This design comes from an exercise in tuning for small area and few clock cycles on the open sky130 flow, not from production work.
In this exercise RTL edits were held to simulation tests only and were not proved equivalent to the original.

==> flow/design.v <==
package dcache_pkg;
  typedef logic [31:0] word_t;
  localparam int WORDS_PER_BLK = 2;
  localparam int WSEL_W        = $clog2(WORDS_PER_BLK);  
  localparam int BLKOFF_W      = WSEL_W + 2;             
  localparam word_t HIT_CNT_ADDR = 32'h0000_3100;
  typedef enum logic [2:0] {
    IDLE,        
    WB,          
    FILL,        
    FLUSH_SCAN,  
    FLUSH_WB,    
    HIT_STORE,   
    HALTED       
  } ctrl_state_t;
  typedef enum logic [1:0] {
    MEM_NONE,  
    MEM_WB,    
    MEM_FILL,  
    MEM_CNT    
  } mem_op_t;
endpackage
`timescale 1ns/1ps
module dcache (
  input  logic        CLK,
  input  logic        nRST,
  input  logic        dmemren,
  input  logic        dmemwen,
  input  logic [31:0] dmemaddr,
  input  logic [31:0] dmemstore,
  input  logic        halt,
  output logic        dhit,
  output logic [31:0] dmemload,
  output logic        flushed,
  output logic        dren,
  output logic        dwen,
  output logic [31:0] daddr,
  output logic [31:0] dstore,
  input  logic [31:0] dload,
  input  logic        dwait
);
  localparam logic [29:0] HC_WORD = 30'h0000_0C40;   
  localparam logic [1:0] G_NONE = 2'd0, G_DEM = 2'd1, G_VB = 2'd2, G_CNT = 2'd3;
  logic [25:0] tag_q  [0:15];
  logic [31:0] dat0_q [0:15];
  logic [31:0] dat1_q [0:15];
  logic [15:0] wv0_q, wv1_q;    
  logic [15:0] wd0_q, wd1_q;    
  logic [7:0]  lru_q;           
  logic [28:0] vb_blk_q;
  logic [31:0] vb_w0_q, vb_w1_q;
  logic [1:0]  vb_d_q;          
  logic [31:0] hit_cnt_q;
  logic        cnt_done_q;
  logic [2:0]  ridx;
  logic [25:0] rtag;
  logic        rw;
  logic [15:0] fd;              
  logic        any_fd;
  logic [3:0]  pe_f;            
  logic [2:0]  sidx;
  logic [25:0] tag0, tag1;
  logic        v0, v1, m0, m1, thit, hway, vway, away;
  logic        xway;
  logic [3:0]  xf;
  logic [31:0] s0_w0, s0_w1, s1_w0, s1_w1;
  logic [31:0] s0_rd, s1_rd, x_w0, x_w1;
  logic [25:0] x_tag;
  logic [1:0]  x_d, v_d;
  logic        ok0, ok1, word_ok;
  assign ridx = dmemaddr[5:3];
  assign rtag = dmemaddr[31:6];
  assign rw   = dmemaddr[2];
  assign fd     = wd0_q | wd1_q;
  assign any_fd = |fd;
  always_comb begin
    pe_f = 4'd0;
    for (int i = 15; i >= 0; i--) begin
      if (fd[i]) pe_f = 4'(i);
    end
  end
  assign sidx = halt ? pe_f[3:1] : ridx;
  assign tag0 = tag_q[{sidx, 1'b0}];
  assign tag1 = tag_q[{sidx, 1'b1}];
  assign v0   = wv0_q[{sidx, 1'b0}] | wv1_q[{sidx, 1'b0}];
  assign v1   = wv0_q[{sidx, 1'b1}] | wv1_q[{sidx, 1'b1}];
  assign m0   = v0 && (tag0 == rtag);
  assign m1   = v1 && (tag1 == rtag);
  assign thit = m0 || m1;
  assign hway = m1;
  assign vway = !v0 ? 1'b0 : !v1 ? 1'b1 : lru_q[sidx];
  assign away = thit ? hway : vway;
  assign xway = halt ? pe_f[0] : thit ? !hway : vway;
  assign xf   = {sidx, xway};
  assign s0_w0 = dat0_q[{sidx, 1'b0}];
  assign s0_w1 = dat1_q[{sidx, 1'b0}];
  assign s1_w0 = dat0_q[{sidx, 1'b1}];
  assign s1_w1 = dat1_q[{sidx, 1'b1}];
  assign s0_rd = rw ? s0_w1 : s0_w0;
  assign s1_rd = rw ? s1_w1 : s1_w0;
  assign x_w0  = xway ? s1_w0 : s0_w0;
  assign x_w1  = xway ? s1_w1 : s0_w1;
  assign x_tag = xway ? tag1 : tag0;
  assign x_d   = {wd1_q[xf], wd0_q[xf]};
  assign v_d   = {wd1_q[{sidx, vway}], wd0_q[{sidx, vway}]};
  assign ok0 = m0 && (rw ? wv1_q[{sidx, 1'b0}] : wv0_q[{sidx, 1'b0}]);
  assign ok1 = m1 && (rw ? wv1_q[{sidx, 1'b1}] : wv0_q[{sidx, 1'b1}]);
  assign word_ok = ok0 || ok1;
  logic        vb_busy, vb_wsel, vb_last, vb_hazard;
  logic        dem_rd;
  logic [1:0]  gnt;
  assign vb_busy   = |vb_d_q;
  assign vb_wsel   = !vb_d_q[0];
  assign vb_last   = (vb_d_q != 2'b11);
  assign vb_hazard = vb_busy && (vb_blk_q == {rtag, ridx});
  assign dem_rd = dmemren && (thit ? !word_ok : ((v_d == 2'b00) || !vb_busy) && !vb_hazard);
  always_comb begin
    if (dem_rd)                               gnt = G_DEM;
    else if (vb_busy)                         gnt = G_VB;
    else if (halt && !any_fd && !cnt_done_q)  gnt = G_CNT;
    else                                      gnt = G_NONE;
  end
  assign dren = !dwait && (gnt == G_DEM);
  assign dwen = !dwait && ((gnt == G_VB) || (gnt == G_CNT));
  assign daddr  = dem_rd ? {dmemaddr[31:2], 2'b00} :
                  vb_busy ? {vb_blk_q, vb_wsel, 2'b00} : {HC_WORD, 2'b00};
  assign dstore = !vb_busy ? hit_cnt_q : (vb_wsel ? vb_w1_q : vb_w0_q);
  logic vb_free, dhit_r, dhit_w, alloc, dem_done, vb_load;
  assign vb_free  = !vb_busy || ((gnt == G_VB) && !dwait && vb_last);
  assign dem_done = (gnt == G_DEM) && !dwait;
  assign dhit_r = dmemren && (word_ok || dem_done);
  assign dhit_w = dmemwen && (thit || (((v_d == 2'b00) || !vb_busy || (!dwait && vb_last)) && !vb_hazard));
  assign dhit   = dhit_r || dhit_w;
  assign alloc  = dhit && !thit;
  assign dmemload = ok1 ? s1_rd : ok0 ? s0_rd : dload;
  logic        dw_en, dw_word;
  logic [3:0]  dw_f;
  logic [31:0] dw_data;
  assign dw_en   = dhit_w || dem_done;
  assign dw_f    = {ridx, away};
  assign dw_word = rw;
  assign dw_data = dmemwen ? dmemstore : dload;
  assign vb_load = vb_free && (halt ? any_fd : ((dmemren || dmemwen) && (x_d != 2'b00)));
  always_ff @(posedge CLK) begin
    if (dw_en && !dw_word) dat0_q[dw_f] <= dw_data;
    if (dw_en &&  dw_word) dat1_q[dw_f] <= dw_data;
    if (alloc) tag_q[{ridx, vway}] <= rtag;
    if (vb_load) begin
      vb_blk_q <= {x_tag, sidx};
      vb_w0_q  <= x_w0;
      vb_w1_q  <= x_w1;
    end
  end
  always_ff @(posedge CLK) begin
    if (!nRST) begin
      wv0_q      <= '0;
      wv1_q      <= '0;
      wd0_q      <= '0;
      wd1_q      <= '0;
      lru_q      <= '0;
      vb_d_q     <= '0;
      hit_cnt_q  <= '0;
      cnt_done_q <= 1'b0;
    end else begin
      if (vb_load) begin
        wd0_q[xf] <= 1'b0;
        wd1_q[xf] <= 1'b0;
      end
      if (alloc) begin
        wv0_q[{ridx, vway}] <= !rw;
        wv1_q[{ridx, vway}] <=  rw;
        wd0_q[{ridx, vway}] <= dmemwen && !rw;
        wd1_q[{ridx, vway}] <= dmemwen &&  rw;
      end else if (dw_en) begin
        if (!dw_word) wv0_q[dw_f] <= 1'b1;
        if ( dw_word) wv1_q[dw_f] <= 1'b1;
        if (dhit_w && !dw_word) wd0_q[dw_f] <= 1'b1;
        if (dhit_w &&  dw_word) wd1_q[dw_f] <= 1'b1;
      end
      if (dhit) begin
        lru_q[ridx] <= !away;
        if (thit) hit_cnt_q <= hit_cnt_q + 32'd1;
      end
      if (vb_load) begin
        vb_d_q <= x_d;
      end else if ((gnt == G_VB) && !dwait) begin
        vb_d_q[vb_wsel] <= 1'b0;
      end
      if ((gnt == G_CNT) && !dwait) cnt_done_q <= 1'b1;
    end
  end
  assign flushed = cnt_done_q;
endmodule
==> flow/run.sh <==
#!/bin/bash
# synth_recipe.tcl (not shown) runs the flow's synth.tcl, then flattens the netlist and writes it again
# the make line also repeats each setting of config.mk as NAME=value (left out here)
make -C /OpenROAD-flow-scripts/flow DESIGN_CONFIG=/design/flow/config.mk WORK_HOME=/design/flow/orfs CLKGATE_MAP_FILE= SYNTH_SCRIPT=/design/flow/synth_recipe.tcl finish
==> flow/config.mk <==
export PLATFORM = sky130hd
export DESIGN_NAME = dcache
export DESIGN_NICKNAME = dcache
export VERILOG_FILES = /design/flow/design.v
export SDC_FILE = /design/flow/constraint.sdc
export NUM_CORES = 4
export LEC_CHECK = 0
export CAP_MARGIN = 20
export CORE_MARGIN = 2
export CORE_UTILIZATION = 55
export CTS_BUF_LIST = sky130_fd_sc_hd__clkbuf_4
export CTS_CLUSTER_DIAMETER = 45
export CTS_CLUSTER_SIZE = 9
export PLACE_DENSITY = 0.65
export SLEW_MARGIN = 20
==> flow/constraint.sdc <==
create_clock -name core_clock -period 12.0 [get_ports {CLK}]
set_input_delay 2.4000 -clock core_clock [delete_from_list [all_inputs] [get_ports {CLK}]]
set_output_delay 2.4000 -clock core_clock [all_outputs]
set_load 0.01 [all_outputs]
==> results.ini, run 1 <==
[outcome]
outcome=finished clean

[yosys]
synth_top_area_share_pct=63.94
synth_common_cells=edfxtp_1, nand2_1, nand3_1
synth_seq_area_share_pct=66.91
netlist_top_cells_area=edfxtp_1, nand2_1, mux2i_1
synth_edf_count=1533
synth.ff_latch_count=1640
synthArstFlopShare_pct=0
avgSynthCellArea_sq_um=11.88
syn_inst=6060
ys_types=95
synth_flop_cell=edfxtp_1
synth_warnings=1
syn-cell-area_sq_mm=0.07200
yosysTopAreaCell=edfxtp_1
yosys.cell_count.top_type=edfxtp_1

[floorplan]
die_w_um=365.8
start_util_pct=55.53
fp.dieArea_sq_mm=0.1338
placementRows=132
ios=202
coreArea_sq_mm=0.1296
die-height_um=365.8

[drt]
vias=50440
finalWirelength_um=221700
dr.pass1.iters=7
drcViolationCount=0
ant_nets=0
wl_met2_um=102300
wl_met3_um=23200
detail_route.wl_per_cell_um=27.53
drt_iter0_drc=6262
wl_met1_um=87140
via_per_inst=6.262
topRoutingLayerUsed=met4

[global_route]
grt_pass1_vias=46910
antenna_found_initial=4
track_usage_pct=32.58
grt_overflow=0
grt_max_degree=166
grt_pass1_wl_um=320500

[timing]
finalSetupTns_ns=0
finalHoldViolCount=0
skew_ns=0.06434
post-route-period-util_pct=95.24
tightest_slew_ns=1.231
fmax_mhz=87.50
finalCriticalPeriod_ns=11.43
rsz0062_at_grt=no
final_max_slew_viol_count=0
relSlewSlack_pct=17.16
setup_viol=0

[placement]
place_area_sq_mm=0.07625
dpl.hpwl_um=130700
io_buffers=197
dp_cells=7737
gp_congestion=0.9177

[min_path]
hp-class=flip-flop to flip-flop
hp-start=wv0_q[0]

[cts]
path_clk_slew_ns=0.11
clock-sinks=1640
cts_setup_buffers=0
cts_buffers=209
cts_tree=built
cts_htree_levels=4
cts_root_buf=clkbuf_4
cts_max_path_buffers=3
postCtsResizedCells=0
ctsHoldBuffers=0
clock_latency_ns=1.30

[setup_path]
path_class=input pin to output pin
rr_startpoint=wd1_q[3]
cp-startpoint=halt
start_kind=input pin
rrSetupSlack_ns=3.85
critical_path.endpoint_type=output pin
worstPathMaxFanout=55
critPathRequiredTime_ns=9.60
crit_arrival_ns=9.03

[layout]
drive_above_1_share_pct=9.735
nets=6325
multiInputGateArea_sq_mm=0.02230
final_area_sq_mm=0.07866
final_core_util_pct=60.67
fin_cells=8055
regArea_sq_mm=0.04818
fillers=10370
syn_to_final_growth_pct=9.252

[flow_run]
cap_violations=0

[layer usage]
| layer | GRT usage (%) | vias up |
|---|---|---|
| li1 | - | 22540 |
| met3 | 6.413 | 490 |
| met2 | 50.98 | 2741 |
| met1 | 44.95 | 24670 |
| met4 | 13.30 | 0 |
| met5 | 0 | - |
[metrics by stage]
step	worst slack, ns	hold WS [ns]
final	0.5708	0.4825
after global routing	0.5060	0.4961
after detailed placement	0.9118	0.4602
after floorplan	3.377	0.4373
after CTS	0.8098	0.4868
after global placement	1.005	0.4539
[final cells by class]
type | instances | area share [%]
Sequential cell | 1640 | 61.26
Multi-Input combinational cell | 3960 | 28.35
Timing Repair Buffer | 358 | 4.336
Tap cell | 1742 | 2.771
Clock buffer | 278 | 2.653
Clock inverter | 34 | 0.3945
Inverter | 37 | 0.2179
Antenna cell | 6 | 0.01909
[final timing paths]
check | to | depth (start not counted)
max | dmemload[28] | 18
min | wv0_q[0] | 1
max reg2reg | wd0_q[8] | 20
min reg2reg | wv0_q[0] | 1
[sequential cells by signal, summed over array words and instances (netlist names)]
register	cells
wd0_q	16
hit_cnt_q	32
wv1_q	16
wd1_q	16
dat0_q	512
lru_q	8
tag_q	416
wv0_q	16
vb_blk_q	29
vb_d_q	2
vb_w0_q	32
vb_w1_q	32
cnt_done_q	1
dat1_q	512
[logic make-up after synthesis]
| family | synth area share (%) |
|---|---|
| flops | 66.91 |
| other cells | 0.005208 |
| xor+xnor | 1.277 |
| mux | 5.450 |
| fa+ha+maj | 0.3232 |
| buf+inv | 2.643 |
| simple gates | 15.93 |
| compound gates | 7.459 |
[worst max-delay path, cell delays in order]
cell	delay [ns]
clkdlybuf4s50_1	0.74
nor2b_1	0.28
and3b_1	0.21
a21o_4	0.25
inv_8	0.39
buf_4	0.47
mux2i_1	0.36
mux2i_1	0.17
a21boi_0	0.24
mux4_2	0.27
o21ai_0	0.19
a211oi_2	0.61
nand4_1	0.33
buf_12	0.28
a211oi_1	0.24
a21oi_1	0.07
a21oi_1	0.59
clkdlybuf4s50_1	0.77
[layout by cell type, fill, tap and decap left out, types with 9 or more instances in the layout]
cell	synthesis	final
a211oi_1	75	75
a21oi_1	226	226
a221oi_1	29	29
a22oi_1	12	12
a311oi_1	70	70
a31oi_1	103	103
a32oi_1	11	11
and2_1	12	12
and3_1	116	116
buf_12	0	19
buf_4	15	143
clkbuf_4	0	278
clkdlybuf4s50_1	0	195
clkinv_1	1	11
dfxtp_1	107	105
edfxtp_1	1533	1533
ha_1	17	17
inv_1	32	30
inv_2	3	9
mux2_2	47	47
mux2i_1	302	302
mux4_2	16	16
nand2_1	1494	1493
nand3_1	588	588
nand4_1	16	16
nor2_1	276	229
nor2_4	1	48
nor3_1	71	69
nor4_1	20	20
o21a_1	57	57
o21ai_0	116	115
o22ai_1	12	12
o31ai_1	24	24
or3_1	24	24
xnor2_1	58	58
xor2_1	47	47
Testbench counts, summed over its fixed seeds: cycles 4,131.
==> inputs of run 2 (changes only) <==
--- a/flow/config.mk
+++ b/flow/config.mk
@@ -7,3 +7,3 @@
 export LEC_CHECK = 0
-export CAP_MARGIN = 20
+export CAP_MARGIN = 10
 export CORE_MARGIN = 2
@@ -14,2 +14,2 @@
 export PLACE_DENSITY = 0.65
-export SLEW_MARGIN = 20
+export SLEW_MARGIN = 10
==> results.ini, run 2 <==
[outcome]
outcome=finished clean

[layout]
nets=6325  ; unchanged
fillers=10370  ; unchanged
final_common_cell=edfxtp_1
fin_cells=8055  ; unchanged
final_cell_mix=edfxtp_1, nand2_1, nand3_1
largest_registers=dat0_q (512), dat1_q (512), tag_q (416)
drive_above_1_share_pct=9.735  ; unchanged
syn_to_final_growth_pct=9.252  ; unchanged

[timing]
final_max_slew_viol_count=0  ; unchanged
finalHoldViolCount=0  ; unchanged
finalSetupTns_ns=0  ; unchanged
rsz0062_at_grt=no
post-route-period-util_pct=95.31  ; about the same
relSlewSlack_pct=9.395  ; -7.8 points
tightest_slew_ns=1.345  ; +0.1136 ns
skew_ns=0.06512  ; +0.0007731 ns
finalCriticalPeriod_ns=11.44  ; +0.008072 ns
fmax_mhz=87.43  ; about the same
setup_viol=0  ; unchanged
whs_ns=0.4823  ; -0.0001210 ns

[placement]
gp_congestion=0.9177  ; unchanged
dp_cells=7737  ; unchanged
io_buffers=197  ; unchanged
dpl.hpwl_um=130700  ; unchanged

[flow_run]
cap_violations=0  ; unchanged

[drt]
drcViolationCount=0  ; unchanged
via_per_inst=6.259  ; about the same
dr.pass1.iters=7  ; unchanged
detail_route.wl_per_cell_um=27.53  ; about the same
ant_nets=0  ; unchanged
drt_iter0_drc=6256  ; -0.096%
vias=50420  ; -0.048%
finalWirelength_um=221700  ; about the same

[yosys]
synth_edf_count=1533  ; unchanged
yosysTopAreaCell=edfxtp_1
synth_common_cells=edfxtp_1, nand2_1, nand3_1
synth_warnings=1  ; unchanged
ys_types=95  ; unchanged
synth_top_area_share_pct=63.94  ; unchanged
syn_inst=6060  ; unchanged
yosys.cell_count.top_type=edfxtp_1
synthArstFlopShare_pct=0  ; unchanged
synth_flop_cell=edfxtp_1
synth.ff_latch_count=1640  ; unchanged
syn-cell-area_sq_mm=0.07200  ; unchanged
synth_seq_area_share_pct=66.91  ; unchanged
netlist_top_cells_area=edfxtp_1, nand2_1, mux2i_1
avgSynthCellArea_sq_um=11.88  ; unchanged

[cts]
postCtsResizedCells=0  ; unchanged
path_clk_slew_ns=0.11  ; about the same
clock_latency_ns=1.30  ; about the same
clock-sinks=1640  ; unchanged
ctsHoldBuffers=0  ; unchanged
cts_root_buf=clkbuf_4
cts_max_path_buffers=3  ; unchanged
cts_htree_levels=4  ; unchanged
cts_setup_buffers=0  ; unchanged
cts_tree=built
cts_buffers=209  ; unchanged

[floorplan]
start_util_pct=55.53  ; unchanged
die_w_um=365.8  ; unchanged
placementRows=132  ; unchanged
die-height_um=365.8  ; unchanged
fp.dieArea_sq_mm=0.1338  ; unchanged
coreArea_sq_mm=0.1296  ; unchanged
ios=202  ; unchanged

[global_route]
track_usage_pct=32.58  ; unchanged
grt_overflow=0  ; unchanged
grt_pass1_vias=46910  ; unchanged
antenna_found_initial=4  ; unchanged
grt_max_degree=166  ; unchanged
grt_pass1_wl_um=320500  ; unchanged

[setup_path]
cpPeakStageDelay_ns=0.78  ; about the same
reg2reg_to=wd0_q[8]
critical_path_buf_inv_count=5  ; unchanged
critPathRequiredTime_ns=9.60  ; about the same
crit_arrival_ns=9.04  ; about the same
critical_path.endpoint_type=output pin
crit_family=buffers and inverters
rr_startpoint=wd0_q[7]
path_class=input pin to output pin
rrSetupSlack_ns=3.82  ; -0.03 ns
path_cells=clkdlybuf4s50_1 > nor2b_1 > and3b_1 > a21o_4 > inv_8 > buf_4 > mux2i_1 > mux2i_1 > a21boi_0 > mux4_2 > o21ai_0 > a211oi_2 > nand4_1 > buf_12 > a211oi_1 > a21oi_1 > a21oi_1 > clkdlybuf4s50_1
crit_cells=18  ; unchanged
worstPathMaxFanout=55  ; unchanged
start_kind=input pin
reg2reg_depth=19  ; -5.0%
cp_slowest_cell=clkdlybuf4s50_1

[min_path]
hp-start=wv0_q[0]
hp-class=flip-flop to flip-flop
hold_depth=1  ; unchanged
worstHoldEndpoint=wv0_q[0]

## run 2: cell counts after synthesis
Identical to the previous run, type by type.
## run 2: cell type report
type / instances / area (sq um) / share of cell area (%)
Sequential cell: 1640 / 48180 / 61.26
Antenna cell: 6 / 15.01 / 0.01909
Timing Repair Buffer: 358 / 3411 / 4.336
Clock inverter: 34 / 310.3 / 0.3945
Inverter: 37 / 171.4 / 0.2179
Clock buffer: 278 / 2087 / 2.653
Tap cell: 1742 / 2180 / 2.771
Multi-Input combinational cell: 3960 / 22300 / 28.35
## run 2: logic make-up (layout without fill, tap and decap cells)
group	count (synthesis)	count (layout)	synth area share, %
mux	366	366	5.450
flops	1640	1640	66.91
compound gates	810	810	7.459
other cells	1	8	0.005208
xor+xnor	105	105	1.277
simple gates	2658	2658	15.93
buf+inv	461	707	2.643
fa+ha+maj	19	19	0.3232
## run 2: per-stage QoR
step	worst slack [ns]	util, %	area [sq um]
2_1_floorplan	3.377	-	72000
3_3_place_gp	1.005	58.81	76250
3_5_place_dp	0.9118	58.81	76250
4_1_cts	0.8098	60.66	78640
5_1_grt	0.5060	60.67	78660
6_report	0.5627	60.67	78660
## run 2: worst max path at each step
stage / from / slack (ns) / endpoint
after floorplan: halt / 3.38 / vb_blk_q[0]
after global placement: halt / 1.00 / dmemload[28]
after detailed placement: halt / 0.91 / dmemload[28]
after CTS: halt / 0.81 / dmemload[28]
after global routing: halt / 0.51 / dmemload[28]
final: halt / 0.56 / dmemload[28]
## run 2: per-layer routing
metal | track usage [%] | part of all wire [%]
met1 | 44.95 | 39
met2 | 50.98 | 46
met3 | 6.413 | 10
met4 | 13.30 | 4.1
met5 | 0 | 0
==> inputs of run 3 (changes only) <==
==> flow/config.mk (replaced) <==
export PLATFORM = sky130hd
export DESIGN_NAME = dcache
export DESIGN_NICKNAME = dcache
export VERILOG_FILES = /design/flow/design.v
export SDC_FILE = /design/flow/constraint.sdc
export NUM_CORES = 4
export LEC_CHECK = 0
export CAP_MARGIN = 20
export CORE_MARGIN = 2
export CORE_UTILIZATION = 65
export CTS_BUF_LIST = sky130_fd_sc_hd__clkbuf_4
export CTS_CLUSTER_DIAMETER = 40
export CTS_CLUSTER_SIZE = 8
export PLACE_DENSITY = 0.75
export SLEW_MARGIN = 20
==> results.ini, run 3 <==
[outcome]
outcome=finished clean

[cts]
postCtsResizedCells=0  ; unchanged
cts_setup_buffers=0  ; unchanged
ctsHoldBuffers=0  ; unchanged
clock-sinks=1640  ; unchanged
cts_htree_levels=4  ; unchanged
cts_tree=built
path_clk_slew_ns=0.10  ; about the same
cts_buffers=233  ; +11%
clock_latency_ns=1.24  ; -0.06 ns
cts_max_path_buffers=3  ; unchanged
cts_root_buf=clkbuf_4

[timing]
final_max_slew_viol_count=0  ; unchanged
setup_viol=0  ; unchanged
skew_ns=0.09660  ; +0.03148 ns
finalHoldViolCount=0  ; unchanged
rsz0062_at_grt=no
finalCriticalPeriod_ns=11.34  ; -0.09326 ns
post-route-period-util_pct=94.53  ; -0.78 points
finalSetupTns_ns=0  ; unchanged
relSlewSlack_pct=17.60  ; +8.2 points
tightest_slew_ns=1.233  ; -0.1118 ns
fmax_mhz=88.15  ; +0.82%

[yosys]
ys_types=95  ; unchanged
synth_edf_count=1533  ; unchanged
netlist_top_cells_area=edfxtp_1, nand2_1, mux2i_1
syn_inst=6060  ; unchanged
synth.ff_latch_count=1640  ; unchanged
synth_common_cells=edfxtp_1, nand2_1, nand3_1
synth_seq_area_share_pct=66.91  ; unchanged
yosys.cell_count.top_type=edfxtp_1
synth_warnings=1  ; unchanged
synth_top_area_share_pct=63.94  ; unchanged
syn-cell-area_sq_mm=0.07200  ; unchanged
yosysTopAreaCell=edfxtp_1
synth_flop_cell=edfxtp_1
synthArstFlopShare_pct=0  ; unchanged
avgSynthCellArea_sq_um=11.88  ; unchanged

[setup_path]
cp_slowest_cell=nor3_2
cpPeakStageDelay_ns=0.83  ; +0.05 ns
reg2reg_depth=19  ; unchanged
rr_startpoint=wd0_q[9]
path_cells=clkdlybuf4s50_1 > nand4_1 > o32a_2 > buf_4 > nor3_2 > a22oi_1 > nand2_1 > xnor2_1 > or4_4 > a2111oi_4 > nand4_1 > buf_4 > buf_4 > o21ai_0 > clkdlybuf4s50_1
worstPathMaxFanout=39  ; -29%
crit_family=buffers and inverters
crit_arrival_ns=8.94  ; -0.10 ns
rrSetupSlack_ns=3.79  ; -0.03 ns
path_class=input pin to output pin
start_kind=input pin
cp-endpoint=dmemload[0]
crit_top_cell=buf_4
critical_path_buf_inv_count=5  ; unchanged
critical_path.endpoint_type=output pin
crit_cells=15  ; -3
critPathRequiredTime_ns=9.60  ; about the same
reg2reg_to=vb_blk_q[17]
cp-startpoint=halt

[layout]
final_cell_mix=edfxtp_1, nand2_1, nand3_1
regArea_sq_mm=0.04818  ; about the same
largest_registers=dat0_q (512), dat1_q (512), tag_q (416)
fin_cells=7820  ; -2.9%
fillers=7625  ; -26%
drive_above_1_share_pct=10.04  ; +0.30 points
nets=6344  ; +0.30%
final_common_cell=edfxtp_1
syn_to_final_growth_pct=9.478
multiInputGateArea_sq_mm=0.02230  ; unchanged

[global_route]
grt_pass1_wl_um=311400  ; -2.9%
antenna_found_initial=8  ; +4
grt_max_degree=209  ; +26%
grt_pass1_vias=48290  ; +2.9%
grt_overflow=0  ; unchanged
track_usage_pct=37.77  ; +5.2 points

[drt]
ant_nets=0  ; unchanged
drt_iter0_drc=7596  ; +21%
detail_route.wl_per_cell_um=27.49  ; -0.15%
dr.pass1.iters=9  ; +2
via_per_inst=6.635  ; +6.0%
drcViolationCount=0  ; unchanged
vias=51880  ; +2.9%
finalWirelength_um=214900  ; -3.1%

[min_path]
hp-class=flip-flop to flip-flop
hold_depth=1  ; unchanged

[floorplan]
coreArea_sq_mm=0.1102  ; -15%
die-height_um=336.8  ; -7.9%
placementRows=122  ; -7.6%
die_w_um=336.8  ; -7.9%
fp.dieArea_sq_mm=0.1134  ; -15%
ios=202  ; unchanged
start_util_pct=65.33  ; +9.8 points

[placement]
io_buffers=197  ; unchanged
dpl.hpwl_um=125500  ; -4.0%
dp_cells=7473  ; -3.4%
gp_congestion=0.9486  ; +3.4%

[flow_run]
cap_violations=0  ; unchanged

## run 3: worst min-delay path by stage
stage	slack (ns)	endpoint	start
final	0.49	wv1_q[0]	wv1_q[0]
after global routing	0.52	wd1_q[0]	wd1_q[0]
after CTS	0.48	wv1_q[0]	wv1_q[0]
after detailed placement	0.46	wv1_q[0]	wv1_q[0]
after global placement	0.46	wv1_q[0]	wv1_q[0]
after floorplan	0.44	wv0_q[0]	wv0_q[0]
## run 3: per-layer routing
layer,vias up,GRT usage [%],share of wire [%]
met5,-,0,0.011
met4,4,16.36,4.5
met3,582,8.840,14
met2,3801,57.43,45
met1,24910,52.71,37
li1,22590,-,-
## run 3: logic make-up after synthesis
| kind of cell | after synthesis | share of synthesized area (%) |
|---|---|---|
| and+or+nand+nor | 2658 | 15.93 |
| DFF | 1640 | 66.91 |
| AOI/OAI and AO/OA | 810 | 7.459 |
| buffers and inverters | 461 | 2.643 |
| muxes | 366 | 5.450 |
| xor gates and xnor gates | 105 | 1.277 |
| adders and majority gates | 19 | 0.3232 |
| other | 1 | 0.005208 |
## run 3: final cells by class
cell class	instances	area share [%]
diodes	6	0.01905
repair buffers	353	4.505
multi-input cells	3960	28.29
clock buffers	300	2.857
well taps	1488	2.362
flip-flops and latches	1640	61.13
inverters	37	0.2175
clock inverters	36	0.6191
## run 3: stage by stage
step / cell area (sq um) / util (%) / hold WS, ns / worst slack [ns]
finish: 78820 / 71.52 / 0.4877 / 0.6560
global route: 78820 / 71.52 / 0.5165 / 0.5532
CTS: 78690 / 71.40 / 0.4841 / 0.9631
detailed placement: 75950 / 68.91 / 0.4619 / 0.9627
global placement: 75770 / 68.75 / 0.4575 / 0.9736
floorplan: 72000 / - / 0.4373 / 3.377
==> inputs of run 4 (changes only) <==
--- a/flow/design.v
+++ b/flow/design.v
@@ -92,3 +92,7 @@
   assign away = thit ? hway : vway;
-  assign xway = halt ? pe_f[0] : thit ? !hway : vway;
+  logic [1:0] o_d;
+  assign o_d  = {wd1_q[{sidx, !hway}], wd0_q[{sidx, !hway}]};
+  assign xway = halt ? pe_f[0] :
+                thit ? (((o_d != 2'b00) || dmemwen) ? !hway : hway) :
+                       ((v_d != 2'b00) ? vway : !vway);
   assign xf   = {sidx, xway};
@@ -114,4 +118,4 @@
   assign vb_last   = (vb_d_q != 2'b11);
-  assign vb_hazard = vb_busy && (vb_blk_q == {rtag, ridx});
-  assign dem_rd = dmemren && (thit ? !word_ok : ((v_d == 2'b00) || !vb_busy) && !vb_hazard);
+  assign vb_hazard = (vb_blk_q == {rtag, ridx}) && (rw ? vb_d_q[1] : vb_d_q[0]);
+  assign dem_rd = dmemren && !vb_hazard && (thit ? !word_ok : ((v_d == 2'b00) || !vb_busy));
   always_comb begin
@@ -131,3 +135,3 @@
   assign dhit_r = dmemren && (word_ok || dem_done);
-  assign dhit_w = dmemwen && (thit || (((v_d == 2'b00) || !vb_busy || (!dwait && vb_last)) && !vb_hazard));
+  assign dhit_w = dmemwen && (thit || (v_d == 2'b00) || !vb_busy || (!dwait && vb_last));
   assign dhit   = dhit_r || dhit_w;
--- a/flow/config.mk
+++ b/flow/config.mk
@@ -9,7 +9,8 @@
 export CORE_MARGIN = 2
-export CORE_UTILIZATION = 65
+export CORE_UTILIZATION = 55
 export CTS_BUF_LIST = sky130_fd_sc_hd__clkbuf_4
-export CTS_CLUSTER_DIAMETER = 40
-export CTS_CLUSTER_SIZE = 8
-export PLACE_DENSITY = 0.75
+export CTS_CLUSTER_DIAMETER = 45
+export CTS_CLUSTER_SIZE = 9
+export GPL_TIMING_DRIVEN = 0
+export PLACE_DENSITY = 0.65
 export SLEW_MARGIN = 20
==> results.ini, run 4 <==
[outcome]
outcome=finished with violations
so_faults=negative setup slack

[drt]
vias=58730  ; +13%
drcViolationCount=0  ; unchanged
ant_nets=0  ; unchanged
via_per_inst=6.695  ; +0.91%
drt_iter0_drc=10160  ; +34%
detail_route.wl_per_cell_um=34.94  ; +27%
finalWirelength_um=306400  ; +43%
dr.pass1.iters=6  ; -3

[layout]
multiInputGateArea_sq_mm=0.02405  ; +7.9%
largest_registers=dat0_q (512), dat1_q (512), tag_q (416)
syn_to_final_growth_pct=12.24
final_area_sq_mm=0.08253  ; +4.7%
drive_above_1_share_pct=11.43  ; +1.4 points
regArea_sq_mm=0.04818  ; about the same
fillers=10830  ; +42%
nets=7039  ; +11%
final_cell_mix=nand2_1, edfxtp_1, nand3_1
final_common_cell=nand2_1

[timing]
finalCriticalPeriod_ns=12.26  ; +0.9190 ns
relSlewSlack_pct=14.58  ; -3.0 points
final_max_slew_viol_count=0  ; unchanged
skew_ns=0.08694  ; -0.009658 ns
fmax_mhz=81.55  ; -7.5%
finalSetupTns_ns=-3.890  ; -3.890 ns
setup_ws_ns=-0.2631  ; -0.9190 ns
finalHoldViolCount=0  ; unchanged
post-route-period-util_pct=102.2  ; +7.7 points
rsz0062_at_grt=yes
whs_ns=0.4808  ; -0.006970 ns
setup_viol=35  ; +35
tightest_slew_ns=1.281  ; +0.04824 ns

[yosys]
synth.ff_latch_count=1640  ; unchanged
ys_types=100  ; +5.3%
synth_warnings=1  ; unchanged
synth_flop_cell=edfxtp_1
synth_common_cells=nand2_1, edfxtp_1, nand3_1
netlist_top_cells_area=edfxtp_1, nand2_1, nand3_1
syn-cell-area_sq_mm=0.07353  ; +2.1%
synth_top_area_share_pct=62.61  ; -1.3 points
synth_edf_count=1533  ; unchanged
avgSynthCellArea_sq_um=11.43  ; -3.8%
yosysTopAreaCell=edfxtp_1
synthArstFlopShare_pct=0  ; unchanged
syn_inst=6434  ; +6.2%
yosys.cell_count.top_type=nand2_1
synth_seq_area_share_pct=65.52  ; -1.4 points

[setup_path]
critical_path.endpoint_type=output pin
cp-endpoint=daddr[5]
path_cells=clkdlybuf4s50_1 > nor3b_1 > and2_1 > nor2_2 > buf_8 > nor2_4 > inv_2 > buf_2 > buf_2 > buf_2 > a211oi_1 > o211a_1 > a2111oi_1 > nand4b_1 > nor4_2 > and4_1 > nor3_1 > a2111oi_4 > buf_2 > nand2_1 > o21ai_0 > clkdlybuf4s50_1
start_kind=input pin
crit_top_cell=buf_2
cp_slowest_cell=clkdlybuf4s50_1
cp-startpoint=halt
crit_family=buffers and inverters
crit_cells=22  ; +7
path_class=input pin to output pin
crit_arrival_ns=9.86  ; +0.92 ns
critical_path_buf_inv_count=8  ; +3
worstPathMaxFanout=10  ; -74%
rrSetupSlack_ns=0.48  ; -3.31 ns
critPathRequiredTime_ns=9.60  ; about the same
rr_startpoint=wd0_q[5]
reg2reg_to=wd1_q[2]
reg2reg_depth=27  ; +8
cpPeakStageDelay_ns=0.65  ; -0.18 ns

[placement]
dpl.hpwl_um=219900  ; +75%
gp_congestion=1.074  ; +13%
place_area_sq_mm=0.07957  ; +4.8%
io_buffers=194  ; -1.5%

[global_route]
grt_overflow=0  ; unchanged
busiest_layer=met2
track_usage_pct=44.35  ; +6.6 points
grt_pass1_wl_um=418400  ; +34%
use_met2_pct=66.88  ; +9.5 points
antenna_found_initial=14  ; +6
grt_pass1_vias=54310  ; +12%
grt_max_degree=33  ; -84%
use_met3_pct=11.17  ; +2.3 points
grtUsageMet1_pct=56.97  ; +4.3 points

[floorplan]
ios=202  ; unchanged
die-height_um=369.6  ; +9.7%
coreArea_sq_mm=0.1331  ; +21%
die_w_um=369.6  ; +9.7%
start_util_pct=55.23  ; -10 points
fp.dieArea_sq_mm=0.1366  ; +20%
placementRows=134  ; +9.8%

[cts]
ctsHoldBuffers=0  ; unchanged
cts_tree=built
cts_root_buf=clkbuf_4
cts_htree_levels=4  ; unchanged
cts_max_path_buffers=3  ; unchanged
clock-sinks=1640  ; unchanged
clock_latency_ns=1.35  ; +0.11 ns
path_clk_slew_ns=0.10  ; about the same
cts_buffers=217  ; -6.9%

[min_path]
hp-class=flip-flop to flip-flop

[flow_run]
cap_violations=0  ; unchanged

==> run 4: cell types whose count changed after synthesis, moves of 37 or more <==
cell      change
a211oi_1     +44
o211ai_1     +42
a31oi_1      -39
mux2i_1     -129
a21oi_1     -124
o21ai_0      +43
nand3_1     +246
a311oi_1     -46
and2_1       +37
nand2_1      +85
o21a_1       -46
mux2_2       +57
==> run 4: area by class of cell <==
| type | count | area share [%] |
|---|---|---|
| plain buffers | 452 | 2.544 |
| inverters | 35 | 0.1592 |
| multi-input cells | 4305 | 29.15 |
| diodes | 5 | 0.01516 |
| clock buffers | 247 | 2.247 |
| clock inverters | 50 | 0.7004 |
| well taps | 1768 | 2.680 |
| repair buffers | 269 | 4.133 |
| flip-flops and latches | 1640 | 58.38 |
==> run 4: worst min path at each step <==
| stage | from | endpoint | slack (ns) | cells after the start |
|---|---|---|---|---|
| global placement | wv0_q[0] | wv0_q[0] | 0.45 | 1 |
| finish | wv1_q[0] | wv1_q[0] | 0.48 | 1 |
| detailed placement | wv1_q[0] | wv1_q[0] | 0.46 | 1 |
| CTS | lru_q[6] | lru_q[6] | 0.48 | 2 |
| floorplan | wv0_q[0] | wv0_q[0] | 0.44 | 1 |
| global route | wv1_q[0] | wv1_q[0] | 0.50 | 1 |
==> run 4: metrics by stage <==
| stage | instances | utilization [%] | setup WS, ns |
|---|---|---|---|
| after floorplan | 6435 | - | 0.1837 |
| after global placement | 8397 | 58.36 | -7.133 |
| after detailed placement | 8466 | 59.77 | -2.741 |
| after CTS | 8767 | 61.90 | -0.02354 |
| after global routing | 8771 | 61.99 | -0.009895 |
| final | 8771 | 61.99 | -0.2631 |
==> run 4: routing by layer <==
layer  wire length [um]  vias up
met2             135200     4568
met1             107400    28680
met3              39050      958
met4              24640       10
met5                 65        -
li1                   -    24510
==> run 4: worst register-to-register path, cell delays in order, from the launching register on <==
cell,delay [ns]
dfxtp_1,0.39
nor4_1,0.81
o21ai_0,0.49
o21ai_2,0.68
clkbuf_2,0.48
clkbuf_1,0.74
nand3_1,0.43
a21oi_1,0.30
a2111oi_2,0.11
nor4_4,0.48
a31o_1,0.18
nand3_1,0.28
nor4_4,0.36
buf_4,0.19
buf_4,0.14
mux2_2,0.34
nor4bb_1,0.46
o21ai_2,0.19
nand2_4,0.19
clkbuf_1,0.96
clkbuf_1,0.91
clkbuf_2,0.68
ha_1,0.39
xnor2_1,0.35
nor3_1,0.15
a21oi_2,0.48
o21ai_1,0.12
a21oi_1,0.19
==> run 4: kinds of logic (layout without fill, tap and decap cells) <==
group,Yosys count,after routing,synth area share [%]
adder cells (fa/ha/maj),18,18,0.3029
other,1,7,0.005100
AND/OR/NAND/NOR,3106,3106,18.65
buffers and inverters,490,1053,2.663
flip-flops,1640,1640,65.52
multiplexers,286,286,4.208
XOR/XNOR,97,97,1.155
AO/OA/AOI/OAI,796,796,7.496
==> run 4: repair_timing <==
item                                   CTS  global route
resized for setup                      164            86
pin swaps                                3             1
setup endpoints to repair              175            56
setup buffers                            6             0
endpoints found under the hold margin    0             0
Testbench counts of run 4, summed over its fixed seeds: cycles 3,978.
==> inputs of run 5 (changes only) <==
--- a/flow/config.mk
+++ b/flow/config.mk
@@ -13,3 +13,2 @@
 export CTS_CLUSTER_SIZE = 9
-export GPL_TIMING_DRIVEN = 0
 export PLACE_DENSITY = 0.65
==> results.ini, run 5 <==
[placement]
dpl.hpwl_um=141200  ; -36%
io_buffers=197  ; +1.5%
place_area_sq_mm=0.07824  ; -1.7%
gp_congestion=0.9795  ; -8.8%

[layout]
drive_above_1_share_pct=11.05  ; -0.38 points
nets=6710  ; -4.7%
final_common_cell=nand2_1
final_area_sq_mm=0.08098  ; -1.9%
largest_registers=dat0_q (512), dat1_q (512), tag_q (416)
fillers=10750  ; -0.67%
final_cell_mix=nand2_1, edfxtp_1, nand3_1
syn_to_final_growth_pct=10.14

[floorplan]
start_util_pct=55.23  ; unchanged
ios=202  ; unchanged
die_w_um=369.6  ; unchanged
die-height_um=369.6  ; unchanged
placementRows=134  ; unchanged
coreArea_sq_mm=0.1331  ; unchanged
fp.dieArea_sq_mm=0.1366  ; unchanged

[drt]
ant_nets=0  ; unchanged
via_per_inst=6.379  ; -4.7%
dr.pass1.iters=7  ; +1
detail_route.wl_per_cell_um=27.65  ; -21%
finalWirelength_um=234800  ; -23%
vias=54170  ; -7.7%
drt_iter0_drc=7522  ; -26%
drcViolationCount=0  ; unchanged

[yosys]
syn-cell-area_sq_mm=0.07353  ; unchanged
synth_flop_cell=edfxtp_1
syn_inst=6434  ; unchanged
synth_top_family_by_area=simple AND/OR/NAND/NOR gates
synth_edf_count=1533  ; unchanged
netlist_top_cells_area=edfxtp_1, nand2_1, nand3_1
synth_warnings=1  ; unchanged
synth-simple-area-share_pct=18.65  ; unchanged
synth_common_cells=nand2_1, edfxtp_1, nand3_1
synth_seq_area_share_pct=65.52  ; unchanged
synth.ff_latch_count=1640  ; unchanged
yosysTopAreaCell=edfxtp_1
synth_compound_area_share_pct=7.496  ; unchanged
synthAdderAreaFrac_pct=0.3029  ; unchanged
avgSynthCellArea_sq_um=11.43  ; unchanged
synthMuxAreaShare_pct=4.208  ; unchanged
synth_top_area_share_pct=62.61  ; unchanged
yosys.cell_count.top_type=nand2_1
ys_types=100  ; unchanged
synthArstFlopShare_pct=0  ; unchanged
synth_xor_area_share_pct=1.155  ; unchanged

[setup_path]
worstPathMaxFanout=63  ; +53
cp_slowest_cell=clkdlybuf4s50_1
critPathRequiredTime_ns=9.60  ; about the same
critical_path.endpoint_type=output pin
cp-startpoint=dmemaddr[3]
path_cells=clkdlybuf4s50_1 > buf_4 > nand2b_1 > nand2b_2 > buf_4 > and3_1 > a211o_1 > a21boi_0 > a2111oi_0 > a31oi_1 > or4b_1 > nor4_2 > nor3_1 > a2111oi_4 > buf_12 > nand2_1 > o21ai_0 > clkdlybuf4s50_1
path_class=input pin to output pin
start_kind=input pin
cpPeakStageDelay_ns=0.75  ; +0.10 ns
rr_startpoint=wd1_q[9]
crit_arrival_ns=9.30  ; -0.56 ns

[global_route]
grt_overflow=0  ; unchanged
track_usage_pct=33.91  ; -10 points
grt_max_degree=205  ; +520%
antenna_found_initial=9  ; -5
grt_pass1_vias=49630  ; -8.6%
grt_pass1_wl_um=338400  ; -19%

[flow_run]
cap_violations=0  ; unchanged

[timing]
skew_ns=0.1054  ; +0.01845 ns
finalSetupTns_ns=0  ; +3.890 ns
finalHoldViolCount=0  ; unchanged
final_max_slew_viol_count=0  ; unchanged
post-route-period-util_pct=97.49  ; -4.7 points
fmax_mhz=85.48  ; +4.8%
tightest_slew_ns=1.258  ; -0.02298 ns
relSlewSlack_pct=15.80  ; +1.2 points
rsz0062_at_grt=no
setup_viol=0  ; -100%
finalCriticalPeriod_ns=11.70  ; -0.5647 ns

[cts]
clock-sinks=1640  ; unchanged
cts_max_path_buffers=3  ; unchanged
cts_buffers=216  ; -0.46%
clock_latency_ns=1.32  ; -0.03 ns
cts_tree=built
path_clk_slew_ns=0.08  ; -0.02 ns
cts_setup_buffers=0  ; -6
cts_htree_levels=4  ; unchanged
cts_root_buf=clkbuf_4

[outcome]
outcome=finished clean

[min_path]
hp-start=wv1_q[0]
hp-class=flip-flop to flip-flop

-- run 5: final timing paths --
check / to / slack (ns) / cells after the start
worst max register to register: vb_w1_q[5] / 1.92 / 22
worst min-delay path: wv1_q[0] / 0.48 / 1
worst max-delay path: daddr[28] / 0.30 / 18
worst min register to register: wv1_q[0] / 0.48 / 1
-- run 5: final cells by class --
class	instances	area, sq um	share of cell area [%]
clock buffer	289	2170	2.679
antenna	8	20.02	0.02472
inverter	35	156.4	0.1931
multi-input combinational	4305	23860	29.47
clock inverter	54	545.5	0.6736
sequential	1640	48180	59.50
timing repair buffer	393	3834	4.734
tap	1768	2212	2.732
-- run 5: critical path: cells and delay by family --
family,cells,cell delay [ns]
AO/OA/AOI/OAI,6,1.76
buffers and inverters,5,2.39
AND/OR/NAND/NOR,7,2.68
-- run 5: cells by family after synthesis --
logic type,count (synthesis)
xor gates and xnor gates,97
buffers and inverters,490
and+or+nand+nor,3106
adders and majority gates,18
DFF,1640
AOI/OAI and AO/OA,796
other,1
muxes,286
-- run 5: per-stage QoR --
| stage | utilization [%] | hold WS, ns | worst slack (ns) | std cells |
|---|---|---|---|---|
| after floorplan | - | 0.4356 | 0.1837 | 6435 |
| after global routing | 60.82 | 0.4977 | 0.3020 | 8488 |
| final | 60.83 | 0.4782 | 0.3016 | 8492 |
| after global placement | 58.77 | 0.4529 | 0.4033 | 8141 |
| after detailed placement | 58.77 | 0.4588 | 0.2624 | 8141 |
| after CTS | 60.81 | 0.4775 | 0.2415 | 8484 |
-- run 5: repair_timing --
action / CTS / global route
gates resized for setup: 0 / 1
hold buffers: 0 / 0
endpoints found under the setup margin: 0 / 1
-- run 5: routing by layer --
layer  wire (um)  global-route usage [%]  part of all wire, %  vias to the layer above
met3       25520                   7.256                   11                      445
li1            -                       -                    -                    23900
met2      104000                   50.39                   44                     2978
met4        7413                   11.01                  3.2                        8
met5          49                       0                0.021                        -
met1       97800                   49.91                   42                    26850
==> inputs of run 6 (changes only) <==
--- a/flow/config.mk
+++ b/flow/config.mk
@@ -7,2 +7,3 @@
 export LEC_CHECK = 0
+export ABC_AREA = 1
 export CAP_MARGIN = 20
@@ -11,4 +12,4 @@
 export CTS_BUF_LIST = sky130_fd_sc_hd__clkbuf_4
-export CTS_CLUSTER_DIAMETER = 45
-export CTS_CLUSTER_SIZE = 9
+export CTS_CLUSTER_DIAMETER = 40
+export CTS_CLUSTER_SIZE = 8
 export PLACE_DENSITY = 0.65
==> results.ini, run 6 <==
[layout]
drive_above_1_share_pct=8.355  ; -2.7 points
largest_registers=dat0_q (512), dat1_q (512), tag_q (416)
nets=6918  ; +3.1%
syn_to_final_growth_pct=9.267
final_common_cell=edfxtp_1
final_area_sq_mm=0.07789  ; -3.8%
fillers=10610  ; -1.4%
final_cell_mix=edfxtp_1, nand2_1, nor2_1

[floorplan]
coreArea_sq_mm=0.1292  ; -3.0%
fp.dieArea_sq_mm=0.1325  ; -3.0%
die_w_um=364.0  ; -1.5%
start_util_pct=55.20  ; about the same
die-height_um=364.0  ; -1.5%
placementRows=132  ; -1.5%
ios=202  ; unchanged

[yosys]
synth-simple-area-share_pct=14.95  ; -3.7 points
netlist_top_cells_area=edfxtp_1, o21ai_0, nand2_1
yosysTopAreaCell=edfxtp_1
avgSynthCellArea_sq_um=10.76  ; -5.9%
syn-cell-area_sq_mm=0.07129  ; -3.0%
synth_flop_cell=edfxtp_1
synth_compound_area_share_pct=12.32  ; +4.8 points
synth_xor_area_share_pct=0.3686  ; -0.79 points
synthAdderAreaFrac_pct=0.2984  ; -0.0045 points
synth_top_area_share_pct=64.57  ; +2.0 points
synth_top_family_by_area=simple AND/OR/NAND/NOR gates
yosys.cell_count.top_type=edfxtp_1
syn_inst=6626  ; +3.0%
synth_edf_count=1533  ; unchanged
synth.ff_latch_count=1640  ; unchanged
synth_warnings=1  ; unchanged
synthArstFlopShare_pct=0  ; unchanged
ys_types=56  ; -44%
synthMuxAreaShare_pct=0.3931  ; -3.8 points
synth_seq_area_share_pct=67.58  ; +2.1 points
synth_common_cells=edfxtp_1, nand2_1, nor2_1

[timing]
skew_ns=0.08944  ; -0.01596 ns
fmax_mhz=86.57  ; +1.3%
finalCriticalPeriod_ns=11.55  ; -0.1475 ns
finalSetupTns_ns=0  ; unchanged
rsz0062_at_grt=no
relSlewSlack_pct=23.08  ; +7.3 points
final_max_slew_viol_count=0  ; unchanged
tightest_slew_ns=1.151  ; -0.1072 ns
setup_viol=0  ; unchanged
whs_ns=0.4499  ; -0.02831 ns
finalHoldViolCount=0  ; unchanged
post-route-period-util_pct=96.26  ; -1.2 points

[setup_path]
path_class=input pin to output pin
critPathRequiredTime_ns=9.60  ; about the same
rrSetupSlack_ns=2.63  ; +0.71 ns
reg2reg_to=vb_blk_q[25]
reg2reg_depth=44  ; +100%
cp-endpoint=daddr[24]
rr_startpoint=wd1_q[14]
crit_arrival_ns=9.15  ; -0.15 ns
start_kind=input pin
worstPathMaxFanout=110  ; +75%
cp-startpoint=halt
critical_path.endpoint_type=output pin

[cts]
cts_max_path_buffers=3  ; unchanged
postCtsResizedCells=0  ; unchanged
cts_htree_levels=4  ; unchanged
cts_setup_buffers=0  ; unchanged
cts_tree=built
cts_buffers=239  ; +11%
cts_root_buf=clkbuf_4
ctsHoldBuffers=0  ; unchanged
clock_latency_ns=1.33  ; about the same
clock-sinks=1640  ; unchanged
path_clk_slew_ns=0.09  ; about the same

[global_route]
track_usage_pct=33.05  ; -0.87 points
antenna_found_initial=8  ; -1
grt_max_degree=211  ; +2.9%
grt_overflow=0  ; unchanged
grt_pass1_vias=48880  ; -1.5%
grt_pass1_wl_um=321200  ; -5.1%

[drt]
vias=52910  ; -2.3%
drt_iter0_drc=6797  ; -9.6%
detail_route.wl_per_cell_um=25.62  ; -7.4%
dr.pass1.iters=6  ; -1
ant_nets=0  ; unchanged
via_per_inst=6.128  ; -3.9%
drcViolationCount=0  ; unchanged
finalWirelength_um=221200  ; -5.8%

[flow_run]
cap_violations=0  ; unchanged

[min_path]
hp-class=flip-flop to flip-flop
hp-start=lru_q[6]

[placement]
io_buffers=197  ; unchanged
place_area_sq_mm=0.07533  ; -3.7%
dpl.hpwl_um=133300  ; -5.6%
gp_congestion=0.9590  ; -2.1%

[outcome]
outcome=finished clean

## run 6: cell count changes in the layout (fill, tap and decap cells not counted), sizes merged, moves of 112 or more
cell / previous run / this run
and3: 114 / 2
inv: 42 / 291
mux2i: 173 / 28
nand2: 1580 / 1082
nand3: 835 / 386
nor2: 284 / 956
o21ai: 183 / 999
o22ai: 13 / 234
## run 6: kinds of logic (layout without fill, tap and decap cells)
| kind of cell | Yosys count | in the layout |
|---|---|---|
| AO/OA/AOI/OAI | 1589 | 1589 |
| XOR/XNOR | 30 | 30 |
| adder cells (fa/ha/maj) | 17 | 17 |
| buffers and inverters | 717 | 972 |
| flip-flops | 1640 | 1640 |
| multiplexers | 28 | 28 |
| other | 1 | 12 |
| AND/OR/NAND/NOR | 2604 | 2604 |
## run 6: cell type report
class | count | area [sq um] | area share [%]
inverters | 293 | 1132 | 1.454
well taps | 1742 | 2180 | 2.798
clock buffers | 272 | 2042 | 2.621
clock inverters | 52 | 402.9 | 0.5172
repair buffers | 355 | 3266 | 4.192
diodes | 10 | 25.02 | 0.03213
multi-input cells | 4270 | 20670 | 26.54
flip-flops and latches | 1640 | 48180 | 61.85
## run 6: stage by stage
step | setup WS (ns) | util, % | std cells
final | 0.4492 | 60.31 | 8634
after global routing | 0.1351 | 60.30 | 8630
after CTS | 0.5480 | 60.22 | 8623
after detailed placement | 0.5677 | 58.32 | 8299
after global placement | 0.5943 | 58.30 | 8298
after floorplan | 3.631 | - | 6627
## run 6: routing by layer
layer | up-vias | global-route usage, % | part of all wire (%)
met1 | 25660 | 46.29 | 40
met2 | 2755 | 51.83 | 47
met3 | 452 | 6.011 | 9.7
met4 | 0 | 12.51 | 3.6
li1 | 24040 | - | -
met5 | - | 0 | 0
## run 6: worst min path at each step
stage | slack [ns] | depth (start not counted) | to
2_1_floorplan | 0.42 | 2 | lru_q[2]
3_3_place_gp | 0.43 | 2 | lru_q[2]
3_5_place_dp | 0.44 | 2 | lru_q[6]
4_1_cts | 0.45 | 2 | lru_q[6]
5_1_grt | 0.50 | 2 | lru_q[6]
6_report | 0.45 | 2 | lru_q[6]
## run 6: worst max-delay path, cell delays in order
cell and delay (ns):
clkdlybuf4s50_1 0.73, inv_1 0.25, a21oi_1 0.27, nand2_4 0.13, inv_8 0.56, buf_4 0.47
nand3_1 0.13, o21ai_0 0.10, nor2_1 0.06, a21oi_1 0.36, nand2_1 0.27, nand2_2 0.25
inv_2 0.18, a211oi_1 0.20, o21ai_0 0.10, nand3_1 0.15, nand2_1 0.14, inv_1 0.11
nand3_1 0.12, nand3_2 0.20, nand2_1 0.10, inv_1 0.50, buf_4 0.34, nand2_1 0.06
o21ai_0 0.20, clkdlybuf4s50_1 0.64
==> inputs of run 7 (changes only) <==
--- a/flow/config.mk
+++ b/flow/config.mk
@@ -10,7 +10,7 @@
 export CORE_MARGIN = 2
-export CORE_UTILIZATION = 55
+export CORE_UTILIZATION = 45
 export CTS_BUF_LIST = sky130_fd_sc_hd__clkbuf_4
-export CTS_CLUSTER_DIAMETER = 40
-export CTS_CLUSTER_SIZE = 8
-export PLACE_DENSITY = 0.65
+export CTS_CLUSTER_DIAMETER = 45
+export CTS_CLUSTER_SIZE = 9
+export PLACE_DENSITY = 0.6
 export SLEW_MARGIN = 20
==> results.ini, run 7 <==
[setup_path]
reg2reg_depth=38  ; -14%
critPathRequiredTime_ns=9.60  ; about the same
critical_path.endpoint_type=output pin
start_kind=input pin
worstPathMaxFanout=112  ; +1.8%
crit_arrival_ns=9.09  ; -0.06 ns
path_class=input pin to output pin

[floorplan]
ios=202  ; unchanged
die_w_um=402.0  ; +10%
die-height_um=402.0  ; +10%
fp.dieArea_sq_mm=0.1616  ; +22%
placementRows=146  ; +11%
coreArea_sq_mm=0.1578  ; +22%
start_util_pct=45.17  ; -10 points

[min_path]
hold_depth=2  ; unchanged
hp-class=flip-flop to flip-flop

[global_route]
antenna_found_initial=5  ; -3
grt_overflow=0  ; unchanged
grt_pass1_wl_um=333500  ; +3.8%
track_usage_pct=27.90  ; -5.2 points
grt_max_degree=160  ; -24%
grt_pass1_vias=49340  ; +0.93%

[yosys]
synth_edf_count=1533  ; unchanged
ys_types=56  ; unchanged
synth_flop_cell=edfxtp_1
syn-cell-area_sq_mm=0.07129  ; unchanged
synth.ff_latch_count=1640  ; unchanged
netlist_top_cells_area=edfxtp_1, o21ai_0, nand2_1
synth_seq_area_share_pct=67.58  ; unchanged
synth_top_area_share_pct=64.57  ; unchanged
syn_inst=6626  ; unchanged
yosys.cell_count.top_type=edfxtp_1
synth_warnings=1  ; unchanged
avgSynthCellArea_sq_um=10.76  ; unchanged
synthArstFlopShare_pct=0  ; unchanged
yosysTopAreaCell=edfxtp_1
synth_common_cells=edfxtp_1, nand2_1, nor2_1

[timing]
tightest_slew_ns=1.182  ; +0.03043 ns
post-route-period-util_pct=95.75  ; -0.51 points
skew_ns=0.1123  ; +0.02291 ns
finalCriticalPeriod_ns=11.49  ; -0.06127 ns
relSlewSlack_pct=20.80  ; -2.3 points
rsz0062_at_grt=no
finalHoldViolCount=0  ; unchanged
fmax_mhz=87.04  ; +0.53%
whs_ns=0.4498  ; -0.00009600 ns
setup_viol=0  ; unchanged
finalSetupTns_ns=0  ; unchanged
final_max_slew_viol_count=0  ; unchanged

[cts]
clock-sinks=1640  ; unchanged
postCtsResizedCells=0  ; unchanged
cts_root_buf=clkbuf_4
cts_htree_levels=4  ; unchanged
path_clk_slew_ns=0.10  ; about the same
cts_max_path_buffers=3  ; unchanged
ctsHoldBuffers=0  ; unchanged
clock_latency_ns=1.31  ; -0.02 ns
cts_tree=built
cts_setup_buffers=0  ; unchanged
cts_buffers=213  ; -11%

[layout]
fillers=14290  ; +35%
final_cell_mix=edfxtp_1, nand2_1, nor2_1
drive_above_1_share_pct=8.239  ; -0.12 points
fin_cells=8938  ; +3.5%
final_common_cell=edfxtp_1
nets=6900  ; -0.26%
largest_registers=dat0_q (512), dat1_q (512), tag_q (416)
syn_to_final_growth_pct=9.850

[drt]
vias=52790  ; -0.21%
drt_iter0_drc=5916  ; -13%
ant_nets=0  ; unchanged
detail_route.wl_per_cell_um=25.72  ; +0.42%
drcViolationCount=0  ; unchanged
via_per_inst=5.907  ; -3.6%
finalWirelength_um=229900  ; +4.0%
dr.pass1.iters=8  ; +2

[placement]
dpl.hpwl_um=139600  ; +4.7%
io_buffers=197  ; unchanged
dp_cells=8634  ; +4.0%
gp_congestion=0.9395  ; -2.0%

[flow_run]
cap_violations=0  ; unchanged

[outcome]
outcome=finished clean

-- run 7: changes by cell type in the layout (fill, tap and decap cells not counted), sizes merged --
cell and delta:
inv +4, clkbuf -24, clkinvlp -2, diode -2
buf +8, clkinv -10
-- run 7: path summary, 6_finish.rpt --
kind,from,endpoint,slack [ns]
max,dmemaddr[4],dhit,0.51
min,lru_q[6],lru_q[6],0.45
max reg2reg,wd1_q[0],vb_w1_q[7],3.54
min reg2reg,lru_q[6],lru_q[6],0.45
-- run 7: final cells by class --
type	count	area [sq um]	area share, %
timing repair buffer	363	3436	4.387
tap	2072	2592	3.311
antenna	8	20.02	0.02556
clock buffer	248	1862	2.377
sequential	1640	48180	61.52
inverter	293	1131	1.444
clock inverter	44	444.2	0.5672
multi-input combinational	4270	20650	26.37
-- run 7: worst max-delay path, stage by stage --
cell and delay, ns:
clkdlybuf4s50_1 0.51, inv_1 0.26, a21oi_1 0.34, nand2_4 0.29, inv_8 0.68, o211ai_1 0.25, nand3_1 0.13, nand2_1 0.12
nand2_1 0.26, nand3_1 0.12, nor2_1 0.10, nand3_1 0.30, nor2_4 0.37, inv_1 0.21, or2_2 0.52, nand2_1 0.16
inv_2 0.06, nand3_2 0.24, o21ai_2 0.17, inv_2 0.25, nand2_2 0.08, nand2_2 0.16, clkinv_1 0.37, clkdlybuf4s50_1 0.63
-- run 7: per-stage QoR --
step | util (%) | setup WS [ns] | cell area (sq um)
floorplan | - | 3.631 | 71290
global placement | 48.02 | 0.6965 | 75780
detailed placement | 48.06 | 0.6777 | 75850
CTS | 49.52 | 0.6505 | 78150
global route | 49.61 | 0.1484 | 78300
finish | 49.62 | 0.5104 | 78310
-- run 7: per-layer routing --
layer / GRT usage (%) / up-vias / share of wire [%]
li1: - / 23970 / -
met1: 38.83 / 25940 / 42
met2: 44.75 / 2496 / 47
met3: 4.328 / 391 / 8.6
met4: 9.445 / 2 / 3.1
met5: 0.2379 / - / 0.021
-- run 7: kinds of logic (layout without fill, tap and decap cells) --
logic type | count (synthesis) | in the layout | share of synthesized area (%)
compound gates | 1589 | 1589 | 12.32
xor+xnor | 30 | 30 | 0.3686
fa+ha+maj | 17 | 17 | 0.2984
buf+inv | 717 | 948 | 4.081
flops | 1640 | 1640 | 67.58
mux | 28 | 28 | 0.3931
other cells | 1 | 10 | 0.005260
simple gates | 2604 | 2604 | 14.95

==> static timing again, ports no longer ideal <==
The flow's constraints put no driver on any port. The routed layouts listed below were extracted and timed again, unchanged, in two steps.
Step 1 sets driving cells, clkbuf_16 on the clock port and buf_2 on the other inputs (assumed; they add their load-dependent delay and slew).
Step 2 times the ports against the registers' clock, not the clock port: input delays grow and output delays shrink by t, the midpoint of the rising clock arrivals with the driver on.
Slacks: ideal / step 1 / step 2; pairs: ideal / step 1.
run	t, ns	setup WS [ns]	hold slack, ns
run 1	1.345	0.571 / 0.504 / 0.504	0.482 / 0.482 / 0.482
run 2	1.344	0.563 / 0.496 / 0.496	0.482 / 0.482 / 0.482
run 3	1.272	0.656 / 0.509 / 0.509	0.488 / 0.488 / 0.488
run 4	1.385	-0.263 / -0.287 / -0.999	0.481 / 0.481 / 0.481
run 5	1.343	0.302 / 0.274 / 0.269	0.478 / 0.478 / 0.478
run 6	1.361	0.449 / 0.422 / 0.315	0.450 / 0.450 / 0.450
run 7	1.344	0.510 / 0.469 / 0.469	0.450 / 0.450 / 0.450
The setup slack of run 4, which loses most, moves by -0.024 ns with the drivers and by -0.736 ns with both steps.
